What follows belongs to an exercise in optimizing a design on an open flow for small area, a short achievable clock period and few clock cycles; a production flow would make more cautious choices.
In this exercise RTL edits were held to simulation tests only and were not proved equivalent to the original.
Power is estimated from default activity; no workload was simulated.

**flow/config.mk**
```make
export PLATFORM = sky130hd
export DESIGN_NAME = bf16_cast_unit
export DESIGN_NICKNAME = bf16_cast_unit
export VERILOG_FILES = /design/flow/design.v
export SDC_FILE = /design/flow/constraint.sdc
export NUM_CORES = 4
export LEC_CHECK = 0
export CAP_MARGIN = 20
export CORE_MARGIN = 2
export CORE_UTILIZATION = 40
export PLACE_DENSITY = 0.6
export SLEW_MARGIN = 20
```
**flow/constraint.sdc**
```tcl
create_clock -name core_clock -period 10.0 [get_ports {clk}]
set_input_delay 2.0000 -clock core_clock [delete_from_list [all_inputs] [get_ports {clk}]]
set_output_delay 2.0000 -clock core_clock [all_outputs]
set_load 0.01 [all_outputs]
```
**flow/design.v**
```verilog
package bf16_pkg;
	typedef logic [63:0] word_t;
	typedef logic [15:0] bf16_t;
	typedef logic [7:0] bf16_exp_t;
	typedef logic [6:0] clz_t;
	typedef enum logic [1:0]
	{
		sz8,
		sz16,
		sz32,
		sz64
	} type_size_t;
	localparam bf16_exp_t bf16_bias = 8'd127;
	localparam bf16_exp_t bf16_max_exp = 8'd255;
endpackage
`timescale 1ns/1ns
module clz64
(
	input bf16_pkg::word_t value,
	output bf16_pkg::clz_t count
);
	logic [5:0] zeros;
	bf16_pkg::word_t s32;
	bf16_pkg::word_t s16;
	bf16_pkg::word_t s8;
	bf16_pkg::word_t s4;
	bf16_pkg::word_t s2;
	assign zeros[5] = (value[63:32] == '0);
	assign s32 = zeros[5] ? {value[31:0], 32'd0} : value;
	assign zeros[4] = (s32[63:48] == '0);
	assign s16 = zeros[4] ? {s32[47:0], 16'd0} : s32;
	assign zeros[3] = (s16[63:56] == '0);
	assign s8 = zeros[3] ? {s16[55:0], 8'd0} : s16;
	assign zeros[2] = (s8[63:60] == '0);
	assign s4 = zeros[2] ? {s8[59:0], 4'd0} : s8;
	assign zeros[1] = (s4[63:62] == '0);
	assign s2 = zeros[1] ? {s4[61:0], 2'd0} : s4;
	assign zeros[0] = ~s2[63];
	assign count = (value == '0) ? 7'd64 : {1'b0, zeros};
endmodule
`timescale 1ns/1ns
module bf16_from_int
(
	input logic clk,
	input logic rst_n,
	input logic start,
	input bf16_pkg::word_t operand,
	input bf16_pkg::type_size_t type_size,
	input logic type_signed,
	output logic can_accept_cmd,
	output logic data_valid,
	output bf16_pkg::bf16_t result
);
	typedef enum logic
	{
		st_idle,
		st_finishing
	} state_t;
	state_t state;
	bf16_pkg::word_t zext;
	bf16_pkg::word_t sext;
	bf16_pkg::word_t mag_next;
	logic neg_next;
	bf16_pkg::word_t mag_q;
	logic sign_q;
	bf16_pkg::clz_t lead_zeros;
	bf16_pkg::word_t norm;
	bf16_pkg::bf16_exp_t exp_next;
	clz64 u_clz (
		.value(mag_q),
		.count(lead_zeros)
	);
	always_comb
	begin
		case (type_size)
		bf16_pkg::sz8:
		begin
			zext = {56'd0, operand[7:0]};
			sext = {{56{operand[7]}}, operand[7:0]};
		end
		bf16_pkg::sz16:
		begin
			zext = {48'd0, operand[15:0]};
			sext = {{48{operand[15]}}, operand[15:0]};
		end
		bf16_pkg::sz32:
		begin
			zext = {32'd0, operand[31:0]};
			sext = {{32{operand[31]}}, operand[31:0]};
		end
		default:
		begin
			zext = operand;
			sext = operand;
		end
		endcase
		neg_next = type_signed && sext[63];
		mag_next = neg_next ? -sext : zext;
	end
	assign norm = mag_q << lead_zeros;
	assign exp_next = bf16_pkg::bf16_bias + 8'd63 - {1'b0, lead_zeros};
	assign can_accept_cmd = (state == st_idle);
	always_ff @(posedge clk)
	begin
		if (!rst_n)
		begin
			state <= st_idle;
			data_valid <= 1'b0;
			result <= '0;
		end
		else
		begin
			case (state)
			st_idle:
			begin
				if (start)
				begin
					state <= st_finishing;
					data_valid <= 1'b0;
				end
			end
			st_finishing:
			begin
				state <= st_idle;
				data_valid <= 1'b1;
				if (lead_zeros[6])
					result <= '0;
				else
					result <= {sign_q, exp_next, norm[62:56]};
			end
			endcase
		end
	end
	always_ff @(posedge clk)
	begin
		if (state == st_idle && start)
		begin
			mag_q <= mag_next;
			sign_q <= neg_next;
		end
	end
endmodule
`timescale 1ns/1ns
module bf16_to_int
(
	input logic clk,
	input logic rst_n,
	input logic start,
	input bf16_pkg::bf16_t operand,
	input bf16_pkg::type_size_t type_size,
	input logic type_signed,
	output logic can_accept_cmd,
	output logic data_valid,
	output bf16_pkg::word_t result
);
	typedef enum logic [1:0]
	{
		st_idle,
		st_inner,
		st_finishing
	} state_t;
	state_t state;
	bf16_pkg::bf16_exp_t op_exp;
	logic op_nan;
	logic neg_q;
	logic [6:0] man_q;
	logic signed [8:0] unb_exp_q;
	bf16_pkg::type_size_t size_q;
	logic signed_q;
	logic signed [8:0] top_bit;
	logic signed [8:0] lsh_full;
	logic [7:0] sig;
	logic [2:0] rshift;
	bf16_pkg::word_t mag_next;
	bf16_pkg::word_t mag_q;
	logic ovf_half_q;
	logic ovf_full_q;
	bf16_pkg::word_t lim_mask;
	bf16_pkg::word_t max_pos;
	bf16_pkg::word_t min_neg;
	bf16_pkg::word_t sat_next;
	assign op_exp = operand[14:7];
	assign op_nan = (op_exp == bf16_pkg::bf16_max_exp) && (operand[6:0] != '0);
	always_comb
	begin
		case (size_q)
		bf16_pkg::sz8: top_bit = 9'sd7;
		bf16_pkg::sz16: top_bit = 9'sd15;
		bf16_pkg::sz32: top_bit = 9'sd31;
		default: top_bit = 9'sd63;
		endcase
	end
	assign sig = {1'b1, man_q};
	assign rshift = 3'd7 - unb_exp_q[2:0];
	assign lsh_full = unb_exp_q - 9'sd7;
	always_comb
	begin
		if (unb_exp_q < 9'sd0)
			mag_next = '0;
		else if (unb_exp_q < 9'sd7)
			mag_next = {56'd0, sig} >> rshift;
		else
			mag_next = {56'd0, sig} << lsh_full[6:0];
	end
	always_comb
	begin
		case (size_q)
		bf16_pkg::sz8: lim_mask = 64'h0000_0000_0000_00ff;
		bf16_pkg::sz16: lim_mask = 64'h0000_0000_0000_ffff;
		bf16_pkg::sz32: lim_mask = 64'h0000_0000_ffff_ffff;
		default: lim_mask = '1;
		endcase
		max_pos = lim_mask >> 1;
		min_neg = ~max_pos;
		if (signed_q)
		begin
			if (!neg_q && ovf_half_q)
				sat_next = max_pos;
			else if (neg_q && ovf_half_q)
				sat_next = min_neg;
			else if (neg_q)
				sat_next = -mag_q;
			else
				sat_next = mag_q;
		end
		else
		begin
			if (neg_q)
				sat_next = '0;
			else if (ovf_full_q)
				sat_next = lim_mask;
			else
				sat_next = mag_q;
		end
	end
	assign can_accept_cmd = (state == st_idle);
	always_ff @(posedge clk)
	begin
		if (!rst_n)
		begin
			state <= st_idle;
			data_valid <= 1'b0;
			result <= '0;
		end
		else
		begin
			case (state)
			st_idle:
			begin
				if (start)
				begin
					state <= st_inner;
					data_valid <= 1'b0;
				end
			end
			st_inner:
			begin
				state <= st_finishing;
			end
			default:
			begin
				state <= st_idle;
				data_valid <= 1'b1;
				result <= sat_next;
			end
			endcase
		end
	end
	always_ff @(posedge clk)
	begin
		if (state == st_idle && start)
		begin
			neg_q <= operand[15] && !op_nan;
			man_q <= operand[6:0];
			unb_exp_q <= $signed({1'b0, op_exp}) - $signed({1'b0, bf16_pkg::bf16_bias});
			size_q <= type_size;
			signed_q <= type_signed;
		end
		if (state == st_inner)
		begin
			mag_q <= mag_next;
			ovf_half_q <= (unb_exp_q >= top_bit);
			ovf_full_q <= (unb_exp_q > top_bit);
		end
	end
endmodule
`timescale 1ns/1ns
module bf16_cast_unit
(
	input logic clk,
	input logic rst_n,
	input logic start,
	input logic to_int,
	input logic [63:0] operand,
	input logic [1:0] type_size,
	input logic type_signed,
	output logic can_accept_cmd,
	output logic data_valid,
	output logic [63:0] result
);
	logic accept;
	logic dir_q;
	logic fi_start;
	logic fi_ready;
	logic fi_valid;
	bf16_pkg::bf16_t fi_result;
	logic ti_start;
	logic ti_ready;
	logic ti_valid;
	bf16_pkg::word_t ti_result;
	assign accept = start && can_accept_cmd;
	assign fi_start = accept && !to_int;
	assign ti_start = accept && to_int;
	bf16_from_int u_from_int (
		.clk(clk),
		.rst_n(rst_n),
		.start(fi_start),
		.operand(operand),
		.type_size(bf16_pkg::type_size_t'(type_size)),
		.type_signed(type_signed),
		.can_accept_cmd(fi_ready),
		.data_valid(fi_valid),
		.result(fi_result)
	);
	bf16_to_int u_to_int (
		.clk(clk),
		.rst_n(rst_n),
		.start(ti_start),
		.operand(operand[15:0]),
		.type_size(bf16_pkg::type_size_t'(type_size)),
		.type_signed(type_signed),
		.can_accept_cmd(ti_ready),
		.data_valid(ti_valid),
		.result(ti_result)
	);
	always_ff @(posedge clk)
	begin
		if (!rst_n)
			dir_q <= 1'b0;
		else if (accept)
			dir_q <= to_int;
	end
	assign can_accept_cmd = fi_ready && ti_ready;
	assign data_valid = dir_q ? ti_valid : fi_valid;
	assign result = dir_q ? ti_result : {48'd0, fi_result};
endmodule
```
**flow/run.sh**
```bash
#!/bin/bash
# synth_recipe.tcl (not shown) runs the flow's synth.tcl, then flattens the netlist and writes it again
# the make line also repeats each setting of config.mk as NAME=value (left out here)
make -C /OpenROAD-flow-scripts/flow DESIGN_CONFIG=/design/flow/config.mk WORK_HOME=/design/flow/orfs CLKGATE_MAP_FILE= SYNTH_SCRIPT=/design/flow/synth_recipe.tcl finish
```
==> reports/metrics.cfg <==
[status]
status = finished clean

[worst_setup_path]
start_kind = input pin
cp-end-kind = register
critPathBufInv = 3
crit_path_max_fanout = 7
rr_worst_depth = 14
cp.required_ns = 10.32
crit_start = operand[0]
worstSetupPathDepth = 15
cp_slowest_cell = or4b_2
crit_arrival_ns = 6.31
crit_family = simple AND/OR/NAND/NOR gates
crit_chain = clkdlybuf4s50_1 > inv_1 > ha_1 > or4b_2 > or2_2 > nor3b_1 > o21ai_0 > a21oi_1 > and3_1 > nor3b_1 > o21ai_0 > nand2b_1 > inv_1 > a41oi_1 > xnor2_1
r2r-start = u_from_int.mag_q[41]
critical_path_class = input pin to register
cpPeakStageDelay_ns = 0.61

[power_and_ir_drop]
irDropWorstVdd_mv = 0.1065
switching_share = 0.2993
p_leak_uw = 0.006853
internal_power_uw = 1874
power_frac_seq = 0.437
power_switching_uw = 800.5
clkPwrFrac = 0.382
p_comb_frac = 0.181
powerDensity_nw_per_um2 = 129.5

[floorplan]
die_w_um = 216.8
core_area_um2 = 44410
rows = 77
start_util = 0.4077
dieArea_um2 = 46990
die_y_um = 216.8
pin_count = 137

[synth]
synth_nets = 2327
yosysTopAreaCellShare = 0.2504
syn_avg_cell_area_um2 = 8.063
synth_area_leaders = edfxtp_1, dfxtp_1, mux2i_1, o21ai_0, nor2_1
synth_edf_count = 151
synth_cell_types = 92
postSynthCellCount = 2246
ys_seq_elements = 237
yosys.area.top_type = edfxtp_1
syn_area_um2 = 18110
synthArstFlopShare = 0
synthFlopType = edfxtp_1
yosys_warnings = 3
synth.yosys.seq_area_share = 0.3455

[final_layout]
area_growth_syn_to_layout_pct = 14.07
final_util = 0.4651
fill_cells = 4445
multi_input_area_um2 = 11020
drive_gt1_frac = 0.06315
layout_common_cells = nor2_1, o21ai_0, nand2_1, a21oi_1, edfxtp_1
regArea_um2 = 6264
n_antenna_cell = 0
final_common_cell = nor2_1
fin_nets = 2357

[placement]
gp_congestion = 0.9326
hpwl_um = 46370
place_ws_ns = 3.562
io_buffers = 136

[cts]
path_clk_slew_ns = 0.06
htree_num_levels = 1
postCtsSetupBuffers = 0
ctsResizeCount = 0
cts_max_path_buffers = 3
cts_hold_buf = 0
cts_root_buf = clkbuf_16
clock_sinks = 237
cts_buffers = 28
cts_tree = done
clk_latency_ns = 0.58

[sta]
tightest_slew_ns = 1.053
setup_slack_ns = 4.007
slew_headroom = 0.2912
fmax_mhz = 166.8
rsz0062_at_grt = no
post-route-period-util = 0.5993
final_max_slew_viol_count = 0
fin_skew_ns = 0.02115
min_period_ns = 5.993
fin_setup_tns_ns = 0
setup_viol = 0
hold_viol = 0
whs_ns = 0.4666

[job]
drv_cap = 0

[routing]
finalWirelength_um = 63840
drc_errors = 0
drtAntennaViolNets = 0
routedWlPerCell_um = 22.10
drt-initial-drc-count = 2003
firstDrtPassIters = 6
via_per_inst = 6.265
vias = 18090

[global_route]
gr-usage-all-layers = 0.2644
grt_start_max_net_pins = 91
grt_pass1_wl_um = 99480
grt_antenna_before_repair = 1
grt-ovfl-total = 0
first_global_vias = 16440

[hold_path]
hp-class = register to register
hold_path_depth = 2
hp-start = u_from_int.result[7]

## stage by stage
step                      cell area (um^2)  instances  total power (uW)
after floorplan                      18110       2246              1485
after global placement               19750       2838              1656
after detailed placement             19750       2838              1660
after CTS                            20650       2888              2683
after global routing                 20660       2888              2782
final                                20660       2888              2675
## metal layers
metal,track usage,vias up,part of all wire
met1,0.4081,8638,0.47
met4,0.09475,2,0.036
li1,-,8438,-
met3,0.03033,142,0.080
met2,0.3759,872,0.41
met5,0,-,0.00020
## tightest hold or removal path, stage by stage (launching register included)
cell     delay, ns
dfxtp_1       0.31
nand2_1       0.06
a21oi_1       0.06
## power groups by stage
stage	clock network (uW)	registers (uW)	logic (uW)
final	1020	1170	484
after CTS	1040	1160	477
after global routing	1080	1170	529
after global placement	0	1190	470
after detailed placement	0	1190	475
after floorplan	0	1150	339
## flip-flops by register name, indices dropped and copies added (netlist names), 2 cells and up
| signal | count |
|---|---|
| u_from_int.mag_q | 64 |
| u_to_int.size_q | 2 |
| u_to_int.unb_exp_q | 9 |
| u_from_int.result | 16 |
| u_to_int.mag_q | 64 |
| u_to_int.man_q | 7 |
| u_to_int.state | 2 |
| u_to_int.result | 64 |
## cell families after synthesis
logic type               synth area share
flip-flops                         0.3455
buffers and inverters             0.04747
multiplexers                      0.09355
adder cells (fa/ha/maj)          0.006909
AND/OR/NAND/NOR                    0.2248
XOR/XNOR                          0.03386
AO/OA/AOI/OAI                      0.2480
## layout make-up
| class | instances | area share |
|---|---|---|
| Clock buffer | 32 | 0.03465 |
| Clock inverter | 18 | 0.008783 |
| Inverter | 46 | 0.008480 |
| Multi-Input combinational cell | 1800 | 0.5333 |
| Sequential cell | 237 | 0.3032 |
| Tap cell | 592 | 0.03586 |
| Timing Repair Buffer | 163 | 0.07572 |
## cell usage after synthesis (all sizes together) (20+ instances only)
cell and instances:
o311ai 25, nor2 263, dfxtp 86, nor3 65
nor4 37, inv 43, a31oi 56, o22ai 27
xor2 22, o211ai 23, nand3 70, clkbuf 133
mux2i 131, and2 69, nand2b 24, buf 30
nor2b 28, o21ai 256, xnor2 48, mux2 30
a211oi 24, o31ai 20, edfxtp 151, a21oi 153
nand2 194
## worst paths after layout
kind,end,slack (ns)
hold / removal,u_from_int.result[7],0.47
setup reg to reg,u_from_int.result[5],4.22
hold reg to reg,u_from_int.result[7],0.47
setup / recovery,u_from_int.mag_q[62],4.01
Testbench counts, summed over its fixed seeds: cycles 11,953.

[what the ideal ports hide]
The results above use ideal ports. As a check the final layout listed here was re-extracted and re-timed, cells and wires unchanged. Step 1 (the two cells are an assumption about what drives the block):
set clk [get_ports {clk}]
set_driving_cell -lib_cell sky130_fd_sc_hd__clkbuf_16 $clk
set_driving_cell -lib_cell sky130_fd_sc_hd__buf_2 [delete_from_list [all_inputs] $clk]
Step 2, shift: input delay + t, output delay - t, t = (earliest + latest rising clock arrival at the registers) / 2. This alone moves slack from input paths to output paths. Three values: no drivers, after step 1, after step 2; two values: the first two.
t, ns: 0.623
setup slack, ns: 4.007 / 4.036 / 3.413
worst setup path after step 2: input to register
After both steps setup and hold are still met in this run. For this run, drivers alone change the setup slack by +0.029 ns; drivers and shift together by -0.594 ns.
